What follows belongs to an exercise in optimizing a design on an open flow for small area, a short achievable clock period and few clock cycles; a production flow would make more cautious choices. Only simulation tests tie the RTL to the original design; equivalence was not proved. Power and IR drop assume default switching activity.

==> flow/design.v (excerpt) <==
module vaddr_gen #(
  parameter int unsigned BusBytes = 8
) (
  input  logic               clk_i,
  input  logic               rst_ni,
  input  logic               req_valid_i,
  output logic               req_ready_o,
  input  vaddr_pkg::vop_e    req_op_i,
  input  vaddr_pkg::addr_t   req_addr_i,
  input  vaddr_pkg::vlen_t   req_len_i,
  input  vaddr_pkg::stride_t req_stride_i,
  input  vaddr_pkg::vew_e    req_vew_i,
  output logic               ack_o,
  output logic               ack_error_o,
  output logic               ar_valid_o,
  input  logic               ar_ready_i,
  output vaddr_pkg::addr_t   ar_addr_o,
  output logic [7:0]         ar_len_o,
  output logic [2:0]         ar_size_o,
  output logic               aw_valid_o,
  input  logic               aw_ready_i,
  output vaddr_pkg::addr_t   aw_addr_o,
  output logic [7:0]         aw_len_o,
  output logic [2:0]         aw_size_o,
  output logic               lsu_valid_o,
  input  logic               lsu_ready_i,
  output vaddr_pkg::addr_t   lsu_addr_o,
  output logic [7:0]         lsu_len_o,
  output logic [2:0]         lsu_size_o,
  output logic               lsu_is_load_o
);
Size: roughly 960 cells after synthesis, about 180 flip-flops.
Settings: LEC_CHECK=0, CAP_MARGIN=20, CORE_MARGIN=2, CORE_UTILIZATION=40, SLEW_MARGIN=20; clock period 15.0 ns.
standard.sh (not shown) runs the stock make flow with config.mk's settings and CLKGATE_MAP_FILE= SYNTH_SCRIPT=/design/flow/synth_recipe.tcl, a recipe that flattens the netlist after the stock synthesis.
==> flow/flow/run.sh <==
#!/bin/bash
# The standard layout (standard.sh) with three changes to how it is made:
#  - timing repair aims at 10 ns of setup slack, so the achieved period is short;
#  - ports are buffered with buf_1 instead of the default delay buffer;
#  - the clock tree uses clkbuf_8 and no dummy loads.
# Everything else, the synthesis included, is the standard flow. The make output goes to
# flow_make.log; ORFS's own per-step logs stay under orfs/logs.
set -euo pipefail
bash standard.sh \
  SETUP_SLACK_MARGIN=10 \
  "BUFFER_PORTS_ARGS=-buffer_cell sky130_fd_sc_hd__buf_1" \
  "CTS_ARGS=-sink_clustering_enable -repair_clock_nets -buf_list sky130_fd_sc_hd__clkbuf_8 -root_buf sky130_fd_sc_hd__clkbuf_8 -dont_use_dummy_load" \
  finish > flow_make.log 2>&1
Testbench counts at the start, summed over its fixed seeds: cycles 1,962.
Then changed:
--- a/flow/design.v
+++ b/flow/design.v
@@ -365,17 +365,16 @@
   output logic               lsu_valid_o,
   input  logic               lsu_ready_i,
   output vaddr_pkg::addr_t   lsu_addr_o,
   output logic [7:0]         lsu_len_o,
   output logic [2:0]         lsu_size_o,
   output logic               lsu_is_load_o
 );
   logic             w_valid_q;
-  logic             w_bh_q;
   vaddr_pkg::addr_t w_a_q;
   logic [15:0]      w_r_q;
   vaddr_pkg::addr_t w_stride_q;
   logic [1:0]       w_vew_q;
   logic             w_load_q;
   logic             w_burst_q;
   logic take;
   logic in_misal;
@@ -406,24 +405,20 @@
   logic [7:0]  lim;
   logic        w_last;
   logic [7:0]  len_b;
   vaddr_pkg::addr_t stride_sum;
   vaddr_add32 u_add (.a(w_a_q), .b(w_stride_q), .s(stride_sum));
   assign room_bytes = w_a_q[11] ? (~w_a_q[11:0] + 12'd1) : (12'h800 - {9'd0, w_a_q[2:0]});
   assign room_elems = room_bytes >> w_vew_q;
   assign step       = w_burst_q ? {4'd0, room_elems} : 16'd1;
-  assign w_last     = w_burst_q ? (w_r_q <= step) : (w_r_q == (w_bh_q ? 16'd2 : 16'd1));
+  assign w_last     = (w_r_q <= step);
   assign lim       = w_a_q[11] ? ~w_a_q[10:3] : 8'hFF;
   assign tail_span = (w_r_q[10:0] << w_vew_q) + {8'd0, w_a_q[2:0]} - 11'd1;
   assign len_b     = w_last ? tail_span[10:3] : lim;
-  logic in_strided;
-  logic in_last;
-  assign in_strided = req_op_i[1];
-  assign in_last    = (req_len_i == 16'd1);
   logic             o_valid_q;
   logic             o_done_q;    
   vaddr_pkg::addr_t o_a_q;
   logic [7:0]       o_len_q;
   logic [1:0]       o_size_q;
   logic             o_load_q;
   logic             l_valid_q;
   vaddr_pkg::addr_t l_a_q;
@@ -433,37 +428,34 @@
   logic ar_valid_q;
   logic aw_valid_q;
   logic dir_ok;
   logic ax_valid;
   logic hs;
   logic l_take;
   logic l_push;
   logic o_free;
-  logic direct;
   assign dir_ok   = !l_valid_q || (l_load_q == o_load_q);
   assign ax_valid = o_valid_q && !o_done_q && dir_ok;
   assign hs       = (ar_valid_q && ar_ready_i) || (aw_valid_q && aw_ready_i);
   assign l_take   = !l_valid_q || lsu_ready_i;
   assign l_push   = o_valid_q && (o_done_q || hs) && l_take;
   assign o_free   = !o_valid_q || l_push;
-  assign direct   = take && in_good && in_strided && o_free;
   logic w_valid_n;
   logic o_valid_n;
   logic o_done_n;
   logic o_load_n;
   logic l_valid_n;
   logic l_load_n;
   logic dir_ld_n;
   logic dir_st_n;
-  assign w_valid_n = !w_valid_q ? (take && in_good && !(direct && in_last))
-                               : !(o_free && w_last);
-  assign o_valid_n = o_free ? (w_valid_q || direct) : o_valid_q;
+  assign w_valid_n = !w_valid_q ? (take && in_good) : !(o_free && w_last);
+  assign o_valid_n = o_free ? w_valid_q : o_valid_q;
   assign o_done_n  = !o_free && (o_done_q || hs);
-  assign o_load_n  = o_free ? (w_valid_q ? w_load_q : !req_op_i[0]) : o_load_q;
+  assign o_load_n  = o_free ? w_load_q : o_load_q;
   assign l_valid_n = l_take ? l_push : l_valid_q;
   assign l_load_n  = l_push ? o_load_q : l_load_q;
   assign dir_ld_n  = !l_valid_n || l_load_n;
   assign dir_st_n  = !l_valid_n || !l_load_n;
   assign ar_valid_o = ar_valid_q;
   assign ar_addr_o  = o_a_q;
   assign ar_len_o   = o_len_q;
   assign ar_size_o  = {1'b0, o_size_q};
@@ -503,38 +495,30 @@
   always_ff @(posedge clk_i) begin
     if (!w_valid_q) begin
       w_a_q      <= req_addr_i;
       w_r_q      <= req_len_i;
       w_stride_q <= req_stride_i;
       w_vew_q    <= req_vew_i;
       w_load_q   <= !req_op_i[0];
       w_burst_q  <= !req_op_i[1];
-      w_bh_q     <= o_free && req_op_i[1];
     end else if (o_free) begin
       w_r_q <= w_r_q - step;
       if (w_burst_q) begin
         w_a_q <= w_a_q[11] ? {w_a_q[31:12] + 20'd1, 12'd0}
                            : {w_a_q[31:12], 1'b1, w_a_q[10:3], 3'd0};
       end else begin
         w_a_q <= stride_sum;
       end
     end
     if (o_free) begin
-      if (w_valid_q) begin
-        o_a_q    <= w_bh_q ? stride_sum : w_a_q;
-        o_len_q  <= w_burst_q ? len_b : 8'd0;
-        o_size_q <= w_burst_q ? 2'd3 : w_vew_q;
-        o_load_q <= w_load_q;
-      end else begin
-        o_a_q    <= req_addr_i;
-        o_len_q  <= 8'd0;
-        o_size_q <= req_vew_i;
-        o_load_q <= !req_op_i[0];
-      end
+      o_a_q    <= w_a_q;
+      o_len_q  <= w_burst_q ? len_b : 8'd0;
+      o_size_q <= w_burst_q ? 2'd3 : w_vew_q;
+      o_load_q <= w_load_q;
     end
     if (l_push) begin
       l_a_q    <= o_a_q;
       l_len_q  <= o_len_q;
       l_size_q <= o_size_q;
       l_load_q <= o_load_q;
     end
   end
Effect: Core utilization increases by 0.67 points. Power decreases by about a fifth. Via count decreases by roughly a tenth. Die area decreases by a few percent. Setup slack improves by 99 ps. Sequential power decreases by a little under a tenth. Routed wire length decreases by roughly a tenth. Cell area decreases by a few percent. Cell count decreases by a little under a tenth. Global-route usage decreases by 0.89 points. First-iteration DRC count decreases by about a fifth. Hold slack stays flat. Register-to-register slack hardly moves.
Testbench counts after the change, summed over its fixed seeds: cycles 2,065.

## port drivers added, routing unchanged
The results above use ideal ports. As a check the final layouts listed here were re-extracted and re-timed, cells and wires unchanged.
Step 1 assumes that a clkbuf_16 drives the clock port and a buf_2 every other input.
Step 2 adds t to the input delays and takes it off the output delays; t is the mean of the earliest and latest rising clock arrival at the registers after step 1. Input paths then give back, and output paths get back, about the clock's delay inside the block.
Three values: ideal, step 1, step 2; two values: the first two.
run | t, ns | setup WS [ns] | pins driven straight from the clock port
the first run | 0.492 | 10.083 / 10.106 / 9.614 | 1
the second run | 0.496 | 10.182 / 10.201 / 9.705 | 1
After both steps setup and hold are still met in every run listed. The setup slack of the second run, which loses most, moves by +0.019 ns with the drivers and by -0.477 ns with both steps.
